Context: an optimization exercise on an open-source flow, tuned for small area. The choices shown serve that exercise and are no tape-out recipe. The RTL was checked by simulation tests, not by an equivalence proof against the original design. Power and IR drop assume default switching activity.

==> flow/design.v <==
package regfile_pkg;
  localparam int DATA_W   = 32;
  localparam int ADDR_W   = 5;
  localparam int NUM_REGS = 32;
  localparam logic [4:0] ZERO_REG = 5'd31;
  typedef logic [ADDR_W-1:0] reg_addr_t;
  typedef logic [DATA_W-1:0] word_t;
endpackage
module reg_row
#(
  parameter int W = regfile_pkg::DATA_W
) (
  input  logic         clk,
  input  logic         en,
  input  logic [W-1:0] d,
  output logic [W-1:0] q
);
  logic         en_n;
  logic [W-1:0] nxt;
  assign en_n = ~en;
  for (genvar b = 0; b < W; b++) begin : g_bit
    rf_ao22 u_ld (
      .a1 (en),
      .a2 (d[b]),
      .b1 (en_n),
      .b2 (q[b]),
      .y  (nxt[b])
    );
  end
  always_ff @(posedge clk) begin
    q <= nxt;
  end
endmodule
module rf_ao22 (
  input  logic a1,
  input  logic a2,
  input  logic b1,
  input  logic b2,
  output logic y
);
  assign y = (a1 & a2) | (b1 & b2);
endmodule
module rf_aoi222 (
  input  logic a1,
  input  logic a2,
  input  logic b1,
  input  logic b2,
  input  logic c1,
  input  logic c2,
  output logic y
);
  assign y = ~((a1 & a2) | (b1 & b2) | (c1 & c2));
endmodule
module rf_and2 (
  input  logic a,
  input  logic b,
  output logic y
);
  assign y = a & b;
endmodule
module rf_and3 (
  input  logic a,
  input  logic b,
  input  logic c,
  output logic y
);
  assign y = a & b & c;
endmodule
module rf_nand2 (
  input  logic a,
  input  logic b,
  output logic y
);
  assign y = ~(a & b);
endmodule
module rf_nand3 (
  input  logic a,
  input  logic b,
  input  logic c,
  output logic y
);
  assign y = ~(a & b & c);
endmodule
module rf_nand4 (
  input  logic a,
  input  logic b,
  input  logic c,
  input  logic d,
  output logic y
);
  assign y = ~(a & b & c & d);
endmodule
module rf_or3 (
  input  logic a,
  input  logic b,
  input  logic c,
  output logic y
);
  assign y = a | b | c;
endmodule
module rd_bit (
  input  logic [30:0] sel,
  input  logic [30:0] d,
  output logic        y
);
  logic [10:0] t_n;
  logic [2:0]  g;
  for (genvar k = 0; k < 10; k++) begin : g_aoi
    rf_aoi222 u_aoi (
      .a1 (sel[3*k]),   .a2 (d[3*k]),
      .b1 (sel[3*k+1]), .b2 (d[3*k+1]),
      .c1 (sel[3*k+2]), .c2 (d[3*k+2]),
      .y  (t_n[k])
    );
  end
  rf_nand2 u_last (.a (sel[30]), .b (d[30]), .y (t_n[10]));
  rf_nand4 u_g0 (.a (t_n[0]), .b (t_n[1]), .c (t_n[2]),  .d (t_n[3]), .y (g[0]));
  rf_nand4 u_g1 (.a (t_n[4]), .b (t_n[5]), .c (t_n[6]),  .d (t_n[7]), .y (g[1]));
  rf_nand3 u_g2 (.a (t_n[8]), .b (t_n[9]), .c (t_n[10]),              .y (g[2]));
  rf_or3 u_or (.a (g[0]), .b (g[1]), .c (g[2]), .y (y));
endmodule
module reg_file
#(
  parameter int DATA_W   = regfile_pkg::DATA_W,
  parameter int ADDR_W   = regfile_pkg::ADDR_W,
  parameter int NUM_REGS = regfile_pkg::NUM_REGS
) (
  input  logic              clk,
  input  logic              rst,
  input  logic [ADDR_W-1:0] rd_addr1,
  input  logic [ADDR_W-1:0] rd_addr2,
  output logic [DATA_W-1:0] rd_data1,
  output logic [DATA_W-1:0] rd_data2,
  input  logic              wr_en,
  input  logic [ADDR_W-1:0] wr_addr,
  input  logic [DATA_W-1:0] wr_data
);
  localparam int NR = NUM_REGS - 1;   
  logic [DATA_W-1:0] rows [NR];
  logic [NR-1:0]     vld;
  logic [NR-1:0]     sel1;
  logic [NR-1:0]     sel2;
  logic [7:0] wa_hi;
  logic [3:0] wa_lo;
  for (genvar j = 0; j < 8; j++) begin : g_wa_hi
    assign wa_hi[j] = wr_en && (wr_addr[4:2] == 3'(j));
  end
  for (genvar k = 0; k < 4; k++) begin : g_wa_lo
    assign wa_lo[k] = (wr_addr[1:0] == 2'(k));
  end
  logic [7:0] ra1_hi;
  logic [3:0] ra1_lo;
  logic [7:0] ra2_hi;
  logic [3:0] ra2_lo;
  for (genvar j = 0; j < 8; j++) begin : g_ra_hi
    assign ra1_hi[j] = (rd_addr1[4:2] == 3'(j));
    assign ra2_hi[j] = (rd_addr2[4:2] == 3'(j));
  end
  for (genvar k = 0; k < 4; k++) begin : g_ra_lo
    assign ra1_lo[k] = (rd_addr1[1:0] == 2'(k));
    assign ra2_lo[k] = (rd_addr2[1:0] == 2'(k));
  end
  for (genvar i = 0; i < NR; i++) begin : g_row
    logic ld;
    rf_and2 u_ld (.a (wa_hi[i/4]), .b (wa_lo[i%4]), .y (ld));
    reg_row #(
      .W (DATA_W)
    ) u_row (
      .clk (clk),
      .en  (ld),
      .d   (wr_data),
      .q   (rows[i])
    );
    always_ff @(posedge clk or posedge rst) begin
      if (rst) begin
        vld[i] <= 1'b0;
      end else if (ld) begin
        vld[i] <= 1'b1;
      end
    end
    rf_and3 u_sel1 (.a (vld[i]), .b (ra1_hi[i/4]), .c (ra1_lo[i%4]), .y (sel1[i]));
    rf_and3 u_sel2 (.a (vld[i]), .b (ra2_hi[i/4]), .c (ra2_lo[i%4]), .y (sel2[i]));
  end
  for (genvar b = 0; b < DATA_W; b++) begin : g_col
    logic [NR-1:0] col;
    for (genvar i = 0; i < NR; i++) begin : g_c
      assign col[i] = rows[i][b];
    end
    rd_bit u_rd1 (.sel (sel1), .d (col), .y (rd_data1[b]));
    rd_bit u_rd2 (.sel (sel2), .d (col), .y (rd_data2[b]));
  end
endmodule
export LEC_CHECK = 0
export CAP_MARGIN = 20
export CORE_MARGIN = 2
export CORE_UTILIZATION = 60
export CTS_CLUSTER_DIAMETER = 100
export CTS_CLUSTER_SIZE = 20
export PLACE_DENSITY = 0.72
export SLEW_MARGIN = 20
export SYNTH_HIERARCHICAL = 1
export SYNTH_MINIMUM_KEEP_SIZE = 0
create_clock -name core_clock -period 7.5 [get_ports {clk}]
standard.sh (not shown) runs the stock make flow with config.mk's settings and CLKGATE_MAP_FILE= SYNTH_SCRIPT=/design/flow/synth_recipe.tcl, a recipe that flattens the netlist after the stock synthesis.
==> flow/flow/run.sh <==
#!/bin/bash
# The standard layout, with three changes:
# - the port buffers are made from the smallest buffer (sky130_fd_sc_hd__buf_1)
#   instead of the flow's default pick;
# - before the resize step, flow/pre_resize.tcl replaces the buffers that
#   timing-driven global placement put on large-fanout nets by upsized
#   drivers (see that file);
# - clock tree synthesis clusters up to 25 flops per leaf buffer and inserts
#   no dummy loads.
set -euo pipefail
export BUFFER_PORTS_ARGS="-buffer_cell sky130_fd_sc_hd__buf_1"
export PRE_RESIZE_TCL="$PWD/flow/pre_resize.tcl"
export UPSIZE_KEEP="*nor2*"
export UPSIZE_TO=2
export UPSIZE_MIN_LOADS=12
export CTS_ARGS="-sink_clustering_enable -repair_clock_nets -sink_clustering_size 25 -sink_clustering_max_diameter 100 -dont_use_dummy_load"
bash standard.sh > flow_standard.log 2>&1
Other scripts of this flow, unchanged in this note and not shown: flow/flow/pre_resize.tcl
The baseline went through all stages and came out clean.
Edit:
--- a/flow/design.v
+++ b/flow/design.v
@@ -49,23 +49,8 @@
   input  logic c2,
   output logic y
 );
   assign y = ~((a1 & a2) | (b1 & b2) | (c1 & c2));
-endmodule
-module rf_and2 (
-  input  logic a,
-  input  logic b,
-  output logic y
-);
-  assign y = a & b;
-endmodule
-module rf_and3 (
-  input  logic a,
-  input  logic b,
-  input  logic c,
-  output logic y
-);
-  assign y = a & b & c;
 endmodule
 module rf_nand2 (
   input  logic a,
   input  logic b,
@@ -139,31 +124,11 @@
   logic [DATA_W-1:0] rows [NR];
   logic [NR-1:0]     vld;
   logic [NR-1:0]     sel1;
   logic [NR-1:0]     sel2;
-  logic [7:0] wa_hi;
-  logic [3:0] wa_lo;
-  for (genvar j = 0; j < 8; j++) begin : g_wa_hi
-    assign wa_hi[j] = wr_en && (wr_addr[4:2] == 3'(j));
-  end
-  for (genvar k = 0; k < 4; k++) begin : g_wa_lo
-    assign wa_lo[k] = (wr_addr[1:0] == 2'(k));
-  end
-  logic [7:0] ra1_hi;
-  logic [3:0] ra1_lo;
-  logic [7:0] ra2_hi;
-  logic [3:0] ra2_lo;
-  for (genvar j = 0; j < 8; j++) begin : g_ra_hi
-    assign ra1_hi[j] = (rd_addr1[4:2] == 3'(j));
-    assign ra2_hi[j] = (rd_addr2[4:2] == 3'(j));
-  end
-  for (genvar k = 0; k < 4; k++) begin : g_ra_lo
-    assign ra1_lo[k] = (rd_addr1[1:0] == 2'(k));
-    assign ra2_lo[k] = (rd_addr2[1:0] == 2'(k));
-  end
   for (genvar i = 0; i < NR; i++) begin : g_row
     logic ld;
-    rf_and2 u_ld (.a (wa_hi[i/4]), .b (wa_lo[i%4]), .y (ld));
+    assign ld = wr_en && (wr_addr == ADDR_W'(i));
     reg_row #(
       .W (DATA_W)
     ) u_row (
       .clk (clk),
@@ -177,10 +142,10 @@
       end else if (ld) begin
         vld[i] <= 1'b1;
       end
     end
-    rf_and3 u_sel1 (.a (vld[i]), .b (ra1_hi[i/4]), .c (ra1_lo[i%4]), .y (sel1[i]));
-    rf_and3 u_sel2 (.a (vld[i]), .b (ra2_hi[i/4]), .c (ra2_lo[i%4]), .y (sel2[i]));
+    assign sel1[i] = vld[i] && (rd_addr1 == ADDR_W'(i));
+    assign sel2[i] = vld[i] && (rd_addr2 == ADDR_W'(i));
   end
   for (genvar b = 0; b < DATA_W; b++) begin : g_col
     logic [NR-1:0] col;
     for (genvar i = 0; i < NR; i++) begin : g_c
=> Sequential power stays flat. Synthesized cell count increases slightly. Wire length decreases slightly. Fmax rises by a few percent. Flip-flop and latch count stays the same. Non-clock buffer count climbs by 30. Worst setup slack is better by 0.22 ns. Worst hold slack gains 0.0083 ns. Via count is about the same.

afterwards: timing with drivers on the ports:
Ports are ideal in the flow. The routed layouts listed here were re-timed in OpenROAD.
Step 1 assumes that a clkbuf_16 drives the clock port and a buf_2 every other input.
Step 2 moves the port delays by t, midway between the first and last clock arrival at a register: inputs arrive t later, outputs are due t later. That takes back most of the time a late clock gives input paths.
a / b / c = ideal / step 1 / step 2; a / b = the first two.
| run | t (ns) | setup slack, ns | hold WS [ns] | worst register clock-pin slew, ns | cell pins on the clock port's net |
|---|---|---|---|---|---|
| the first run | 0.704 | 1.254 / 1.216 / 1.216 | 0.492 / 0.492 / 0.492 | 0.11 / 0.11 | 1 |
| the second run | 0.720 | 1.478 / 1.350 / 1.350 | 0.500 / 0.500 / 0.500 | 0.11 / 0.11 | 1 |
After both steps every run listed still meets setup and hold. For the second run, which loses most, drivers alone change the setup slack by -0.128 ns; drivers and shift together by -0.128 ns.
